Context: an optimization exercise on an open-source flow, tuned for small area. The choices shown serve that exercise and are no tape-out recipe. Where RTL was checked, it was by simulation tests only, not by an equivalence proof against the original.

==> flow/design.v (excerpt) <==
module sha256_main_round
(
    input  logic         clk,
    input  logic         reset_n,
    input  logic         msg_init,
    input  logic         w_vld,
    input  logic [5:0]   w_cnt,
    input  logic [31:0]  Wt,
    output logic         busy,
    output logic         blk_done,
    output logic         seq_err,
    output logic [255:0] digest
);
==> module sha256_main_round, before the edit <==
module sha256_main_round
(
    input  logic         clk,
    input  logic         reset_n,
    input  logic         msg_init,
    input  logic         w_vld,
    input  logic [5:0]   w_cnt,
    input  logic [31:0]  Wt,
    output logic         busy,
    output logic         blk_done,
    output logic         seq_err,
    output logic [255:0] digest
);
    logic         st_round;    
    logic         st_update;   
    logic         st_busy;     
    logic [7:0]   cnt_lo;      
    logic [7:0]   cnt_hi;      
    logic         hvld;
    logic [255:0] hreg;
    logic [255:0] work;
    logic         accept;
    logic         last;
    logic [255:0] hcur;
    logic [255:0] hsum;
    logic [255:0] src;
    logic [31:0]  a_n, e_n;
    assign accept = w_vld && !msg_init && !st_update && cnt_lo[w_cnt[2:0]] && cnt_hi[w_cnt[5:3]];
    assign last   = accept && cnt_lo[7] && cnt_hi[7];
    assign hcur = hvld ? hreg : sha256_pkg::IV;
    assign src  = st_busy ? work : hcur;
    for (genvar i = 0; i < 8; i++) begin : g_hadd
        sha256_add_ci #(.B(11)) u_add (
            .x (hcur[32*i +: 32]),
            .y (work[32*i +: 32] & {32{st_update}}),
            .s (hsum[32*i +: 32])
        );
    end
    sha256_round_comb u_round (
        .a   (src[255:224]),
        .b   (src[223:192]),
        .c   (src[191:160]),
        .d   (src[159:128]),
        .e   (src[127:96]),
        .f   (src[95:64]),
        .g   (src[63:32]),
        .h   (src[31:0]),
        .k_t (sha256_pkg::k_twohot(cnt_lo, cnt_hi)),
        .w_t (Wt),
        .a_n (a_n),
        .e_n (e_n)
    );
    always_ff @(posedge clk or negedge reset_n) begin
        if (!reset_n) begin
            st_round  <= 1'b0;
            st_update <= 1'b0;
            st_busy   <= 1'b0;
            cnt_lo    <= 8'd1;
            cnt_hi    <= 8'd1;
            hvld      <= 1'b0;
            blk_done  <= 1'b0;
            seq_err   <= 1'b0;
        end else begin
            st_round  <= !msg_init && (st_round ? !last : accept);
            st_update <= !msg_init && last;
            st_busy   <= !msg_init && (st_round ? 1'b1 : accept);
            blk_done  <= last;
            hvld      <= !msg_init;
            if (msg_init) begin
                cnt_lo  <= 8'd1;
                cnt_hi  <= 8'd1;
                seq_err <= 1'b0;
            end else begin
                if (accept) begin   
                    cnt_lo <= {cnt_lo[6:0], cnt_lo[7]};
                    if (cnt_lo[7]) cnt_hi <= {cnt_hi[6:0], cnt_hi[7]};
                end
                if (w_vld && !accept) seq_err <= 1'b1;
            end
        end
    end
    always_ff @(posedge clk) begin
        hreg <= hsum;
        if (accept) work <= {a_n, src[255:160], e_n, src[127:32]};
    end
    assign busy   = st_busy;
    assign digest = hcur;
endmodule
==> flow/config.mk <==
export PLATFORM = sky130hd
export DESIGN_NAME = sha256_main_round
export DESIGN_NICKNAME = sha256_main_round
export VERILOG_FILES = /design/flow/design.v
export SDC_FILE = /design/flow/constraint.sdc
export NUM_CORES = 4
export LEC_CHECK = 0
export CAP_MARGIN = 20
export CORE_MARGIN = 2
export CORE_UTILIZATION = 72
export CTS_BUF_LIST = sky130_fd_sc_hd__clkbuf_8
export CTS_CLUSTER_DIAMETER = 70
export CTS_CLUSTER_SIZE = 14
export SETUP_SLACK_MARGIN = 0.15
export SLEW_MARGIN = 20
==> flow/constraint.sdc <==
create_clock -name core_clock -period 8.0 [get_ports {clk}]
set_input_delay 1.6000 -clock core_clock [delete_from_list [all_inputs] [get_ports {clk}]]
set_output_delay 1.6000 -clock core_clock [all_outputs]
set_load 0.01 [all_outputs]
standard.sh (not shown) runs the stock make flow with config.mk's settings and CLKGATE_MAP_FILE= SYNTH_SCRIPT=/design/flow/synth_recipe.tcl, a recipe that flattens the netlist after the stock synthesis.
==> flow/flow/run.sh <==
#!/bin/bash
# Own layout flow: the standard flow with these changes.
#  1. After the standard synthesis, flow/fixinv.py cleans up polarity: it
#     removes inverters around full-adder cells (a full adder is self-dual, so
#     a cell can take all its inputs and give all its outputs complemented) and
#     swaps gates for their complements (nand2 <-> and2, ...) where that saves
#     area. Registers are untouched.
#  2. Port buffers are the smallest buffer, sky130_fd_sc_hd__buf_1.
# Each tool's output goes to a log of its own in this folder.
set -euo pipefail
R=orfs/results/${FLOW_PLATFORM}/sha256_main_round/base
bash standard.sh "$PWD/$R/1_2_yosys.v" > synth.log 2>&1
cp "$R/1_2_yosys.v" 1_2_yosys.orig.v
python3 flow/fixinv.py 1_2_yosys.orig.v "$R/1_2_yosys.v" > fixinv.log 2>&1
bash standard.sh "BUFFER_PORTS_ARGS=-buffer_cell sky130_fd_sc_hd__buf_1" finish > layout.log 2>&1
Other scripts of this flow, unchanged in this note and not shown: flow/flow/fixinv.py
The starting point completed without violations.
Then changed:
--- a/flow/design.v
+++ b/flow/design.v
@@ -368,9 +368,8 @@
     output logic [255:0] digest
 );
     logic         st_round;    
     logic         st_update;   
-    logic         st_busy;     
     logic [7:0]   cnt_lo;      
     logic [7:0]   cnt_hi;      
     logic         hvld;
     logic [255:0] hreg;
@@ -383,9 +382,9 @@
     logic [31:0]  a_n, e_n;
     assign accept = w_vld && !msg_init && !st_update && cnt_lo[w_cnt[2:0]] && cnt_hi[w_cnt[5:3]];
     assign last   = accept && cnt_lo[7] && cnt_hi[7];
     assign hcur = hvld ? hreg : sha256_pkg::IV;
-    assign src  = st_busy ? work : hcur;
+    assign src  = (st_round || st_update) ? work : hcur;
     for (genvar i = 0; i < 8; i++) begin : g_hadd
         sha256_add_ci #(.B(11)) u_add (
             .x (hcur[32*i +: 32]),
             .y (work[32*i +: 32] & {32{st_update}}),
@@ -409,18 +408,16 @@
     always_ff @(posedge clk or negedge reset_n) begin
         if (!reset_n) begin
             st_round  <= 1'b0;
             st_update <= 1'b0;
-            st_busy   <= 1'b0;
             cnt_lo    <= 8'd1;
             cnt_hi    <= 8'd1;
             hvld      <= 1'b0;
             blk_done  <= 1'b0;
             seq_err   <= 1'b0;
         end else begin
             st_round  <= !msg_init && (st_round ? !last : accept);
             st_update <= !msg_init && last;
-            st_busy   <= !msg_init && (st_round ? 1'b1 : accept);
             blk_done  <= last;
             hvld      <= !msg_init;
             if (msg_init) begin
                 cnt_lo  <= 8'd1;
@@ -438,7 +435,7 @@
     always_ff @(posedge clk) begin
         hreg <= hsum;
         if (accept) work <= {a_n, src[255:160], e_n, src[127:32]};
     end
-    assign busy   = st_busy;
+    assign busy   = st_round || st_update;
     assign digest = hcur;
 endmodule
Final area shrinks slightly.
Synthesized cell count increases by a few percent.
Via count grows slightly.
Wire length went up by a few percent.
Worst setup slack degrades by 15 ps.
Hold slack is worse by 6.9 ps.
Flip-flop and latch count shrinks by 1.
Maximum frequency stays flat.
Critical path depth drops by 3.
Count of clock-buffer cells in the layout increases by 1.
For the first run of this note, only the layout was checked, not whether the RTL still works.

## re-timing with driven ports
No port has a modelled driver above. Below, the same layouts with a new extraction and two added sets of constraints.
Step 1 assumes that a clkbuf_16 drives the clock port and a buf_2 every other input.
Step 2 adds t to the input delays and takes it off the output delays; t is the mean of the earliest and latest rising clock arrival at the registers after step 1. Input paths then give back, and output paths get back, about the clock's delay inside the block.
a / b / c = ideal / step 1 / step 2; a / b = the first two.
run	shift t [ns]	setup slack, ns	latest minus earliest clock arrival (ns)	worst slew at a driven data input, ns
the first run	0.749	0.170 / 0.170 / 0.170	0.040 / 0.040	0.06
the second run	0.790	0.155 / 0.155 / 0.155	0.048 / 0.048	0.05
After both steps setup and hold are still met in every run listed.
